Source: an optimization exercise on an open RTL-to-GDS flow (aim: small area, a short achievable clock period and few clock cycles per item). Production flows keep margins and buffers that such runs may drop.
Function was checked by simulation only, so behaviour that the tests miss may differ from the original.
Power figures rest on the tool's default switching activity, not on a simulated workload.

Design bounded_deque_with_indexed_delete_core, start of the top module:
module bounded_deque_with_indexed_delete_core (
  input  logic                   clk,
  input  logic                   rst_n,
  input  logic                   in_tvalid,
  output logic                   in_tready,
  input  logic [bdq_pkg::IN_TDATA_W-1:0]  in_tdata,    
  input  logic [bdq_pkg::CMD_W-1:0]       in_tuser,    
  output logic                   out_tvalid,
  input  logic                   out_tready,
  output logic [bdq_pkg::OUT_TDATA_W-1:0] out_tdata,   
  output logic [bdq_pkg::STAT_W-1:0]      out_tuser,   
  output logic                   out_tlast
);
  localparam int N = 16;
  localparam int W = 32;
  logic         rdy_r;
  logic         a_fr, a_bk, a_del, a_dump;    
  logic [W-1:0] a_val;
  logic [N-1:0] a_ge;                         
  logic         a_v;
  assign a_v = a_fr || a_bk || a_del || a_dump;
  logic a_ld;
  assign a_ld = !a_v || x_go;
  logic [W-1:0] mem [N];
  logic [N-1:0] occ;         
  logic [4:0]   cnt;         
  logic         dumping;     
  logic [3:0]   rem;         
  logic         x_go;        
  logic         x_fr;        
  logic         x_bk;        
  logic         x_del;       
  logic         x_step;      
  logic         m_v, s_v;
  logic [W-1:0] m_item, s_item;
  logic [4:0]   m_len, s_len;
  logic [1:0]   m_st, s_st;
  logic         m_last, s_last;
  logic         full, empty, del_ok, push, m_free, step_last;
  logic [N-1:0] sn, sb, sp, hold;
  logic [W-1:0] bus;
  logic [W-1:0] r_item;
  logic [4:0]   r_len;
  logic [1:0]   r_st;
  logic         r_last;
  assign full      = occ[N-1];
  assign empty     = !occ[0];
  assign del_ok    = |(a_ge & occ);
  assign push      = x_go || x_step;
  assign m_free    = !m_v || out_tready;
  assign step_last = dumping ? (rem == 4'd0) : !occ[1];
  assign bus       = (dumping || a_dump) ? mem[0] : a_val;
  always_comb begin
    for (int i = 0; i < N; i++) begin
      sp[i] = x_fr;
  ...
==> module bounded_deque_with_indexed_delete_core, before the edit <==
module bounded_deque_with_indexed_delete_core (
  input  logic                   clk,
  input  logic                   rst_n,
  input  logic                   in_tvalid,
  output logic                   in_tready,
  input  logic [bdq_pkg::IN_TDATA_W-1:0]  in_tdata,    
  input  logic [bdq_pkg::CMD_W-1:0]       in_tuser,    
  output logic                   out_tvalid,
  input  logic                   out_tready,
  output logic [bdq_pkg::OUT_TDATA_W-1:0] out_tdata,   
  output logic [bdq_pkg::STAT_W-1:0]      out_tuser,   
  output logic                   out_tlast
);
  localparam int N = 16;
  localparam int W = 32;
  logic         rdy_r;
  logic         a_fr, a_bk, a_del, a_dump;    
  logic [W-1:0] a_val;
  logic [N-1:0] a_ge;                         
  logic         a_v;
  assign a_v = a_fr || a_bk || a_del || a_dump;
  logic a_ld;
  assign a_ld = !a_v || x_go;
  logic [W-1:0] mem [N];
  logic [N-1:0] occ;         
  logic [4:0]   cnt;         
  logic         dumping;     
  logic [3:0]   rem;         
  logic         x_go;        
  logic         x_fr;        
  logic         x_bk;        
  logic         x_del;       
  logic         x_step;      
  logic         m_v, s_v;
  logic [W-1:0] m_item, s_item;
  logic [4:0]   m_len, s_len;
  logic [1:0]   m_st, s_st;
  logic         m_last, s_last;
  logic         full, empty, del_ok, push, m_free, step_last;
  logic [N-1:0] sn, sb, sp, hold;
  logic [W-1:0] bus;
  logic [W-1:0] r_item;
  logic [4:0]   r_len;
  logic [1:0]   r_st;
  logic         r_last;
  assign full      = occ[N-1];
  assign empty     = !occ[0];
  assign del_ok    = |(a_ge & occ);
  assign push      = x_go || x_step;
  assign m_free    = !m_v || out_tready;
  assign step_last = dumping ? (rem == 4'd0) : !occ[1];
  assign bus       = (dumping || a_dump) ? mem[0] : a_val;
  always_comb begin
    for (int i = 0; i < N; i++) begin
      sp[i] = x_fr;
      sn[i] = (x_del && a_ge[i]) || (x_step && ((i < N - 1) ? occ[(i + 1) % N] : 1'b0));
      sb[i] = (x_bk && ((i == 0) ? 1'b1 : occ[(i + N - 1) % N]) && !occ[i]) ||
              (x_step && occ[i] && ((i < N - 1) ? !occ[(i + 1) % N] : 1'b1));
      hold[i] = !(sp[i] || sn[i] || sb[i]);
    end
  end
  always_comb begin
    r_item = '0;
    r_last = 1'b1;
    r_st   = 2'd0;
    r_len  = cnt;
    if (x_step) begin
      r_item = mem[0];
      r_last = step_last;
    end else if (a_dump) begin
      r_st   = 2'd1;
    end else if (a_del) begin
      r_st  = empty ? 2'd1 : (del_ok ? 2'd0 : 2'd2);
      r_len = del_ok ? cnt - 5'd1 : cnt;
    end else begin
      r_st  = full ? 2'd3 : 2'd0;
      r_len = full ? cnt : cnt + 5'd1;
    end
  end
  always_ff @(posedge clk) begin
    for (int i = 0; i < N; i++) begin
      mem[i] <= ({W{hold[i]}} & mem[i]) |
                ({W{sp[i]}}   & ((i == 0) ? a_val : mem[(i + N - 1) % N])) |
                ({W{sn[i]}}   & ((i < N - 1) ? mem[(i + 1) % N] : '0)) |
                ({W{sb[i]}}   & bus);
    end
  end
  logic         s_v_nxt, m_v_nxt, dumping_nxt;
  logic         a_fr_nxt, a_bk_nxt, a_del_nxt, a_dump_nxt, a_v_nxt, go_nxt;
  logic [3:0]   rem_nxt;
  logic [N-1:0] occ_nxt;
  logic [4:0]   cnt_nxt;
  always_comb begin
    dumping_nxt = dumping;
    rem_nxt     = rem;
    if (x_step) begin
      if (dumping) begin
        dumping_nxt = (rem != 4'd0);
        rem_nxt     = rem - 4'd1;
      end else begin
        dumping_nxt = occ[1];
        rem_nxt     = 4'(cnt - 5'd2);
      end
    end
    occ_nxt = occ;
    cnt_nxt = cnt;
    if (x_fr || (x_bk && !full)) begin
      occ_nxt = {occ[N-2:0], 1'b1};
      cnt_nxt = cnt + 5'd1;
    end else if (x_del && del_ok) begin
      occ_nxt = {1'b0, occ[N-1:1]};
      cnt_nxt = cnt - 5'd1;
    end
    if (m_free) begin
      m_v_nxt = s_v || push;
      s_v_nxt = 1'b0;
    end else begin
      m_v_nxt = 1'b1;
      s_v_nxt = s_v || push;
    end
    a_fr_nxt   = a_ld ? (in_tvalid && (in_tuser == 2'd0)) : a_fr;
    a_bk_nxt   = a_ld ? (in_tvalid && (in_tuser == 2'd1)) : a_bk;
    a_del_nxt  = a_ld ? (in_tvalid && (in_tuser == 2'd2)) : a_del;
    a_dump_nxt = a_ld ? (in_tvalid && (in_tuser == 2'd3)) : a_dump;
    a_v_nxt    = a_ld ? in_tvalid : a_v;
    go_nxt     = a_v_nxt && !s_v_nxt && !dumping_nxt;
  end
  always_ff @(posedge clk) begin
    if (!rst_n) begin
      rdy_r   <= 1'b1;
      a_fr    <= 1'b0;
      a_bk    <= 1'b0;
      a_del   <= 1'b0;
      a_dump  <= 1'b0;
      occ     <= '0;
      cnt     <= '0;
      dumping <= 1'b0;
      m_v     <= 1'b0;
      s_v     <= 1'b0;
      x_go    <= 1'b0;
      x_fr    <= 1'b0;
      x_bk    <= 1'b0;
      x_del   <= 1'b0;
      x_step  <= 1'b0;
    end else begin
      rdy_r   <= !a_v_nxt || go_nxt;
      a_fr    <= a_fr_nxt;
      a_bk    <= a_bk_nxt;
      a_del   <= a_del_nxt;
      a_dump  <= a_dump_nxt;
      occ     <= occ_nxt;
      cnt     <= cnt_nxt;
      dumping <= dumping_nxt;
      m_v     <= m_v_nxt;
      s_v     <= s_v_nxt;
      x_go    <= go_nxt;
      x_fr    <= go_nxt && a_fr_nxt && !occ_nxt[N-1];
      x_bk    <= go_nxt && a_bk_nxt;
      x_del   <= go_nxt && a_del_nxt;
      x_step  <= (go_nxt && a_dump_nxt && occ_nxt[0]) || (dumping_nxt && !s_v_nxt);
    end
  end
  always_ff @(posedge clk) begin
    rem <= rem_nxt;
    if (a_ld) begin
      a_val <= in_tdata[W-1:0];
      for (int i = 0; i < N; i++)
        a_ge[i] <= (in_tdata[W+7:W+4] == 4'd0) && (4'(i) >= in_tdata[W+3:W]);
    end
    if (!s_v) begin
      s_item <= r_item;
      s_len  <= r_len;
      s_st   <= r_st;
      s_last <= r_last;
    end
    if (m_free) begin
      m_item <= s_v ? s_item : r_item;
      m_len  <= s_v ? s_len  : r_len;
      m_st   <= s_v ? s_st   : r_st;
      m_last <= s_v ? s_last : r_last;
    end
  end
  assign in_tready  = rdy_r;
  assign out_tvalid = m_v;
  assign out_tdata  = {3'b000, m_len, m_item};
  assign out_tuser  = m_st;
  assign out_tlast  = m_last;
endmodule
clock: 5.5 ns
lec_check: 0
cap_margin: 20
core_margin: 2
core_utilization: 40
cts_cluster_diameter: 100
cts_cluster_size: 25
place_density: 0.45
setup_slack_margin: 3.2
slew_margin: 20
run.sh (not shown) runs the stock make flow with config.mk's settings and CLKGATE_MAP_FILE= SYNTH_SCRIPT=/design/flow/synth_recipe.tcl, a recipe that flattens the netlist after the stock synthesis.
Testbench counts at the start, summed over its fixed seeds: cycles 19,762, commands 12,000.
Edit:
--- a/flow/design.v
+++ b/flow/design.v
@@ -72,12 +72,10 @@
   logic         a_fr, a_bk, a_del, a_dump;    
   logic [W-1:0] a_val;
   logic [N-1:0] a_ge;                         
   logic         a_v;
   assign a_v = a_fr || a_bk || a_del || a_dump;
-  logic a_ld;
-  assign a_ld = !a_v || x_go;
   logic [W-1:0] mem [N];
   logic [N-1:0] occ;         
   logic [4:0]   cnt;         
   logic         dumping;     
   logic [3:0]   rem;         
@@ -171,15 +169,15 @@
       s_v_nxt = 1'b0;
     end else begin
       m_v_nxt = 1'b1;
       s_v_nxt = s_v || push;
     end
-    a_fr_nxt   = a_ld ? (in_tvalid && (in_tuser == 2'd0)) : a_fr;
-    a_bk_nxt   = a_ld ? (in_tvalid && (in_tuser == 2'd1)) : a_bk;
-    a_del_nxt  = a_ld ? (in_tvalid && (in_tuser == 2'd2)) : a_del;
-    a_dump_nxt = a_ld ? (in_tvalid && (in_tuser == 2'd3)) : a_dump;
-    a_v_nxt    = a_ld ? in_tvalid : a_v;
+    a_fr_nxt   = rdy_r ? (in_tvalid && (in_tuser == 2'd0)) : a_fr;
+    a_bk_nxt   = rdy_r ? (in_tvalid && (in_tuser == 2'd1)) : a_bk;
+    a_del_nxt  = rdy_r ? (in_tvalid && (in_tuser == 2'd2)) : a_del;
+    a_dump_nxt = rdy_r ? (in_tvalid && (in_tuser == 2'd3)) : a_dump;
+    a_v_nxt    = rdy_r ? in_tvalid : a_v;
     go_nxt     = a_v_nxt && !s_v_nxt && !dumping_nxt;
   end
   always_ff @(posedge clk) begin
     if (!rst_n) begin
       rdy_r   <= 1'b1;
@@ -215,11 +213,11 @@
       x_step  <= (go_nxt && a_dump_nxt && occ_nxt[0]) || (dumping_nxt && !s_v_nxt);
     end
   end
   always_ff @(posedge clk) begin
     rem <= rem_nxt;
-    if (a_ld) begin
+    if (rdy_r) begin
       a_val <= in_tdata[W-1:0];
       for (int i = 0; i < N; i++)
         a_ge[i] <= (in_tdata[W+7:W+4] == 4'd0) && (4'(i) >= in_tdata[W+3:W]);
     end
     if (!s_v) begin
The new run finished with timing, DRC and antenna clean. Non-clock buffer count falls by 3. Worst setup slack got worse by 0.014 ns. Worst hold slack is about the same. First-iteration DRC count falls by 8.4%. Global-route usage rises by 0.59 points. Via count falls by 0.51%. Total power rises by 6.5%. Flip-flop and latch count stays the same. Clock skew is about the same.
Testbench counts after the change, summed over its fixed seeds: cycles 19,762, commands 12,000.

## port drivers added, routing unchanged
The results above use ideal ports. As a check the final layouts listed here were re-extracted and re-timed, cells and wires unchanged.
Step 1: set_driving_cell puts a clkbuf_16 on clk and a buf_2 on each other input, an assumption about the parent block.
Step 2 also shifts input and output timing later by t, the mid clock arrival at the registers, as if the neighbouring blocks saw the same clock.
a / b / c = ideal ports / drivers / drivers and shift; a / b = the first two.
run | t, ns | setup slack, ns | latest minus earliest clock arrival (ns)
the first run | 0.647 | 3.251 / 3.185 / 2.651 | 0.026 / 0.026
the second run | 0.641 | 3.237 / 3.170 / 2.710 | 0.028 / 0.029
After both steps every run listed still meets setup and hold. For the first run, which loses most, drivers alone change the setup slack by -0.066 ns; drivers and shift together by -0.600 ns.
